This is an optimization exercise on Yosys and OpenROAD, whose aim is small area, not a production implementation.
In this exercise RTL edits were held to simulation tests only and were not proved equivalent to the original.
Power is estimated from default activity; no workload was simulated.

==> run a: inputs <==
==> flow/design.v <==
package unlockerPkg;
    localparam int digitW     = 4;
    localparam int codeDigits = 4;
    localparam int codeW      = digitW * codeDigits;
    localparam int tableDepth = 8;
    localparam int idxW       = 3;
    localparam int countW     = 4;   
    localparam int fullEntry = 8;    
    localparam int nameEntry = 4;    
    localparam int maxAttempts = 3;
    localparam logic [codeW-1:0] defaultName     = 16'h1234;
    localparam logic [codeW-1:0] defaultPassword = 16'h1234;
    typedef enum logic [1:0]
    {
        modeAdmin = 2'd0,
        modeUser  = 2'd1,
        modeGuest = 2'd2
    } userMode_e;
    typedef enum logic [1:0]
    {
        stLocked   = 2'd0,
        stUnlocked = 2'd1,
        stFlagged  = 2'd2
    } sessionState_e;
endpackage
module unlocker
(
    input  logic              clk,
    input  logic              arstN,
    input  logic              locker,
    input  logic              btn1,
    input  logic              btn2,
    input  logic              btn3,
    input  logic              btn4,
    input  logic              btn5,
    input  logic              switch1,
    input  logic [3:0]        inputCount,
    input  logic [unlockerPkg::digitW-1:0] userNameInput0,
    input  logic [unlockerPkg::digitW-1:0] userNameInput1,
    input  logic [unlockerPkg::digitW-1:0] userNameInput2,
    input  logic [unlockerPkg::digitW-1:0] userNameInput3,
    input  logic [unlockerPkg::digitW-1:0] passwordInput0,
    input  logic [unlockerPkg::digitW-1:0] passwordInput1,
    input  logic [unlockerPkg::digitW-1:0] passwordInput2,
    input  logic [unlockerPkg::digitW-1:0] passwordInput3,
    input  logic              flagResolve,
    output logic              lock,
    output logic              flag,
    output logic              flagSelect,
    output logic              resetCount
);
    localparam int D = unlockerPkg::tableDepth;
    localparam int W = unlockerPkg::codeW;
    logic [W-1:0]   nameCode;
    logic [W-1:0]   passwordCode;
    logic [D-1:1]          valid;
    logic [D-1:1][W-1:0]   names;
    logic [D-1:0][W-1:0]   passwords;
    logic [D-1:1]          isUser;      
    logic [1:0]     attempts;
    logic [2:0]     curUser;
    logic [D-1:0]   nameMatch;
    logic           nameHit;
    logic [W-1:0]   hitPassword;
    logic           loginHit;
    logic [2:0]     loginIdx;
    logic [D-1:1]   freeSel;
    logic           full;
    logic           unlocked;
    logic           locked;
    logic           loginTry;
    logic           lockReq;
    logic           go;
    logic           curAdmin;
    logic           curWrite;
    logic           pwWrEn;
    logic           addEn;
    logic           delEn;
    logic [W-1:0]   pwData;
    assign nameCode     = {userNameInput3, userNameInput2, userNameInput1, userNameInput0};
    assign passwordCode = {passwordInput3, passwordInput2, passwordInput1, passwordInput0};
    always_comb
    begin
        nameMatch[0] = (nameCode == unlockerPkg::defaultName);
        for (int i = 1; i < D; i++)
        begin
            nameMatch[i] = valid[i] && (names[i] == nameCode);
        end
    end
    assign nameHit = |nameMatch;
    always_comb
    begin
        hitPassword = '0;
        for (int i = 0; i < D; i++)
        begin
            hitPassword = hitPassword | (passwords[i] & {W{nameMatch[i]}});
        end
    end
    assign loginHit = nameHit && (hitPassword == passwordCode);
    always_comb
    begin
        loginIdx = '0;
        for (int i = 1; i < D; i++)
        begin
            loginIdx = loginIdx | (nameMatch[i] ? 3'(i) : 3'd0);
        end
    end
    always_comb
    begin
        freeSel = '0;
        for (int i = D - 1; i >= 1; i--)
        begin
            if (!valid[i])
            begin
                freeSel    = '0;
                freeSel[i] = 1'b1;
            end
        end
    end
    assign full = &valid;
    assign unlocked = !lock;
    assign locked   = lock && !flag;
    assign loginTry = locked && (inputCount == 4'(unlockerPkg::fullEntry));
    assign lockReq  = locker || btn1;
    assign go       = unlocked && !lockReq;
    assign curAdmin = (curUser == 3'd0);
    always_comb
    begin
        curWrite = curAdmin;
        for (int i = 1; i < D; i++)
        begin
            if (curUser == 3'(i))
            begin
                curWrite = isUser[i];
            end
        end
    end
    assign pwWrEn = go && btn2 && curWrite && (inputCount >= 4'(unlockerPkg::nameEntry));
    assign addEn  = go && !btn2 && btn3 && curAdmin
                 && (inputCount == 4'(unlockerPkg::fullEntry)) && !full && !nameHit;
    assign delEn  = go && !btn2 && !btn3 && btn5 && curAdmin
                 && (inputCount == 4'(unlockerPkg::nameEntry)) && nameHit && !nameMatch[0];
    assign pwData = btn2 ? nameCode : passwordCode;
    always_ff @(posedge clk or negedge arstN)
    begin
        if (!arstN)
        begin
            valid <= '0;
        end
        else
        begin
            for (int i = 1; i < D; i++)
            begin
                if (addEn && freeSel[i])
                begin
                    valid[i] <= 1'b1;
                end
                else if (delEn && nameMatch[i])
                begin
                    valid[i] <= 1'b0;
                end
            end
        end
    end
    always_ff @(posedge clk or negedge arstN)
    begin
        if (!arstN)
        begin
            passwords[0] <= unlockerPkg::defaultPassword;
        end
        else if (pwWrEn && curAdmin)
        begin
            passwords[0] <= nameCode;
        end
    end
    always_ff @(posedge clk)
    begin
        for (int i = 1; i < D; i++)
        begin
            if (addEn && freeSel[i])
            begin
                names[i]  <= nameCode;
                isUser[i] <= switch1;
            end
            if ((addEn && freeSel[i]) || (pwWrEn && curUser == 3'(i)))
            begin
                passwords[i] <= pwData;
            end
        end
    end
    always_ff @(posedge clk or negedge arstN)
    begin
        if (!arstN)
        begin
            lock       <= 1'b1;
            flag       <= 1'b0;
            flagSelect <= 1'b0;
            resetCount <= 1'b0;
            attempts   <= '0;
        end
        else
        begin
            resetCount <= loginTry || pwWrEn || addEn || delEn;
            if (unlocked)
            begin
                if (lockReq)
                begin
                    lock <= 1'b1;
                end
            end
            else if (flag)
            begin
                if (flagResolve)
                begin
                    flag       <= 1'b0;
                    flagSelect <= 1'b0;
                end
            end
            else if (loginTry)
            begin
                if (loginHit)
                begin
                    lock     <= 1'b0;
                    attempts <= '0;
                end
                else
                begin
                    flag <= 1'b1;
                    if (attempts == 2'(unlockerPkg::maxAttempts - 1))
                    begin
                        flagSelect <= 1'b1;
                        attempts   <= '0;
                    end
                    else
                    begin
                        flagSelect <= 1'b0;
                        attempts   <= attempts + 1'b1;
                    end
                end
            end
        end
    end
    always_ff @(posedge clk)
    begin
        if (loginTry && loginHit)
        begin
            curUser <= loginIdx;
        end
    end
endmodule
==> flow/flow/run.sh <==
#!/bin/bash
# The standard layout (standard.sh) with area-oriented settings:
#  - synthesis: synth_recipe.tcl with an area-oriented abc script (flow/synth.tcl, flow/area.abc)
#  - the smallest buffer (buf_1) on every port
#  - CTS with clkbuf_16 leaves on clusters of up to 30 sinks, small root and tree buffers,
#    no dummy loads
#  - after global routing: ORFS's power recovery (RECOVER_POWER, which downsizes cells with
#    slack to spare) and a post-route hook (flow/post_grt.tcl) that repairs any max-slew or
#    max-capacitance violation that leaves
# Every tool's output goes to standard.log here (ORFS's own per-step logs stay under orfs/logs).
set -euo pipefail
here=$(pwd)
export AREA_ABC_SCRIPT=$here/flow/area.abc
bash standard.sh \
  SYNTH_SCRIPT=$here/flow/synth.tcl \
  BUFFER_PORTS_ARGS="-buffer_cell sky130_fd_sc_hd__buf_1" \
  CTS_ARGS="-sink_clustering_enable -repair_clock_nets -sink_clustering_size 30 -sink_clustering_max_diameter 60 -buf_list sky130_fd_sc_hd__clkbuf_16 -root_buf sky130_fd_sc_hd__clkbuf_4 -tree_buf sky130_fd_sc_hd__clkbuf_8 -dont_use_dummy_load" \
  RECOVER_POWER=100 \
  POST_GLOBAL_ROUTE_TCL=$here/flow/post_grt.tcl \
  finish > standard.log 2>&1
==> flow/flow/area.abc <==
strash
&get -n
&b
&dch
&nf -R 1000 -a
&put
==> flow/flow/post_grt.tcl <==
# After ORFS's power recovery (RECOVER_POWER), which downsizes cells on paths with slack
# to spare, repair any max-slew or max-capacitance violation it left, then re-route the
# nets that changed. Done twice.
for {set pass 0} {$pass < 2} {incr pass} {
  global_route -start_incremental
  if { $pass > 0 } {
    repair_timing -recover_power 100 -verbose
  }
  repair_design_helper
  detailed_placement
  global_route -end_incremental -congestion_report_file $::env(REPORTS_DIR)/congestion_post_area_repair_$pass.rpt
  estimate_parasitics -global_routing
}
report_check_types -max_slew -max_capacitance -violators
==> flow/flow/synth.tcl <==
# synth_recipe.tcl with one change: abc maps with this flow's area script (flow/area.abc).
# Registers are mapped by dfflibmap before abc, so they are the standard synthesis's.
proc synth {args} { yosys synth -nofsm -noshare {*}$args }
proc abc {args} {
  set i [lsearch -exact $args -script]
  if { $i >= 0 } {
    set args [lreplace $args $i [expr { $i + 1 }] -script $::env(AREA_ABC_SCRIPT)]
  }
  yosys abc {*}$args
}
source $::env(SCRIPTS_DIR)/synth.tcl
# left out here: clear keep_hierarchy, flatten, clean up, hide names made inside functions, write 1_2_yosys.v
==> flow/standard.sh <==
#!/bin/bash
# synth_recipe.tcl (not shown) runs the flow's synth.tcl, then flattens the netlist and writes it again
# the make line also repeats each setting of config.mk as NAME=value (left out here)
make -C /OpenROAD-flow-scripts/flow DESIGN_CONFIG=/design/flow/config.mk WORK_HOME=/design/flow/orfs CLKGATE_MAP_FILE= SYNTH_SCRIPT=/design/flow/synth_recipe.tcl "${@:-finish}"
==> flow/config.mk <==
export PLATFORM = sky130hd
export DESIGN_NAME = unlocker
export DESIGN_NICKNAME = unlocker
export VERILOG_FILES = /design/flow/design.v
export SDC_FILE = /design/flow/constraint.sdc
export NUM_CORES = 4
export LEC_CHECK = 0
export CAP_MARGIN = 10
export CORE_MARGIN = 2
export CORE_UTILIZATION = 80
export GPL_TIMING_DRIVEN = 1
export PLACE_DENSITY = 0.9
export SLEW_MARGIN = 10
==> flow/constraint.sdc <==
create_clock -name core_clock -period 10.0 [get_ports {clk}]
set_input_delay 2.0000 -clock core_clock [delete_from_list [all_inputs] [get_ports {clk}]]
set_output_delay 2.0000 -clock core_clock [all_outputs]
set_load 0.01 [all_outputs]
==> run b: changes against run a <==
==> flow/run.sh (new file) <==
#!/bin/bash
# synth_recipe.tcl (not shown) runs the flow's synth.tcl, then flattens the netlist and writes it again
# the make line also repeats each setting of config.mk as NAME=value (left out here)
make -C /OpenROAD-flow-scripts/flow DESIGN_CONFIG=/design/flow/config.mk WORK_HOME=/design/flow/orfs CLKGATE_MAP_FILE= SYNTH_SCRIPT=/design/flow/synth_recipe.tcl finish
==> flow/config.mk (replaced) <==
export PLATFORM = sky130hd
export DESIGN_NAME = unlocker
export DESIGN_NICKNAME = unlocker
export VERILOG_FILES = /design/flow/design.v
export SDC_FILE = /design/flow/constraint.sdc
export NUM_CORES = 4
export LEC_CHECK = 0
export CAP_MARGIN = 20
export CORE_MARGIN = 2
export CORE_UTILIZATION = 40
export SLEW_MARGIN = 20
removed: flow/flow/run.sh
removed: flow/flow/area.abc
removed: flow/flow/post_grt.tcl
removed: flow/flow/synth.tcl
removed: flow/standard.sh
==> run c: changes against run a <==
==> flow/run.sh (new file) <==
#!/bin/bash
# synth_recipe.tcl (not shown) runs the flow's synth.tcl, then flattens the netlist and writes it again
# the make line also repeats each setting of config.mk as NAME=value (left out here)
make -C /OpenROAD-flow-scripts/flow DESIGN_CONFIG=/design/flow/config.mk WORK_HOME=/design/flow/orfs CLKGATE_MAP_FILE= SYNTH_SCRIPT=/design/flow/synth_recipe.tcl finish
==> flow/config.mk (replaced) <==
export PLATFORM = sky130hd
export DESIGN_NAME = unlocker
export DESIGN_NICKNAME = unlocker
export VERILOG_FILES = /design/flow/design.v
export SDC_FILE = /design/flow/constraint.sdc
export NUM_CORES = 4
export LEC_CHECK = 0
export CAP_MARGIN = 20
export CORE_MARGIN = 2
export CORE_UTILIZATION = 40
export CTS_BUF_LIST = sky130_fd_sc_hd__clkbuf_8
export CTS_CLUSTER_DIAMETER = 50
export CTS_CLUSTER_SIZE = 15
export SLEW_MARGIN = 20
removed: flow/flow/run.sh
removed: flow/flow/area.abc
removed: flow/flow/post_grt.tcl
removed: flow/flow/synth.tcl
removed: flow/standard.sh
==> qor summary <==
| quantity | run c | run a | run b |
|---|---|---|---|
| Run status | finished clean | finished clean | finished clean |
| Number of distinct library cells after synthesis | 68 | 44 | 68 |
| Avg Synthesized Cell Area | 15.3 um2 | 15.0 um2 | 15.3 um2 |
| Number of standard-cell rows in the floorplan | 61 | 42 | 61 |
| Number of stages on the worst hold path | 1 | 2 | 1 |
| First-pass iteration count of the detailed router | 5 | 6 | 5 |
| Overall die height | 172 um | 119 um | 172 um |
| Multi-input gates | 419 | 405 | 419 |
| Clock network power | 0.688 mW | 0.509 mW | 0.995 mW |
| Non-clk buf share | 0.0556 | 0.0286 | 0.0541 |
| Largest fanout on the critical path | 16 | 19 | 16 |
| Minimum setup slack after placement | 3320 ps | 2860 ps | 3320 ps |
| Tap cells | 378 | 176 | 378 |
| Synthesis-to-layout area growth | 13.2% | 8.22% | 16.4% |
| Clock root buffer master | clkbuf_8 | clkbuf_4 | clkbuf_16 |
| Clock buffer count in the final layout | 27 | 14 | 37 |
| Cells on worst reg2reg path | 10 | 16 | 10 |
| Clock network fraction of design power | 0.343 | 0.281 | 0.430 |
| Cell Int Power | 1.54 mW | 1.44 mW | 1.84 mW |
| Placed Area | 0.0123 mm2 | 0.0113 mm2 | 0.0123 mm2 |
| Startpoint of the most critical setup path | userNameInput1[1] | userNameInput3[0] | userNameInput1[2] |

afterwards: timing with drivers on the ports:
No port has a modelled driver above. Below, the same layouts with a new extraction and two added sets of constraints.
Step 1, drivers: a clkbuf_16 drives clk and a buf_2 each remaining input, both assumed.
Step 2 adds t to the input delays and takes it off the output delays; t is the mean of the earliest and latest rising clock arrival at the registers after step 1. Input paths then give back, and output paths get back, about the clock's delay inside the block.
a / b / c = no drivers / after step 1 / after step 2; a / b = the first two.
run	shift t [ns]	slack for setup (ns)	worst setup path at the end
run a	0.661	2.372 / 2.388 / 1.727	input to register
run b	0.579	3.893 / 3.918 / 3.339	input to register
run c	0.622	3.946 / 3.964 / 3.342	input to register
After both steps setup and hold are still met in every run listed. The setup slack of run a, which loses most, moves by +0.016 ns with the drivers and by -0.645 ns with both steps.
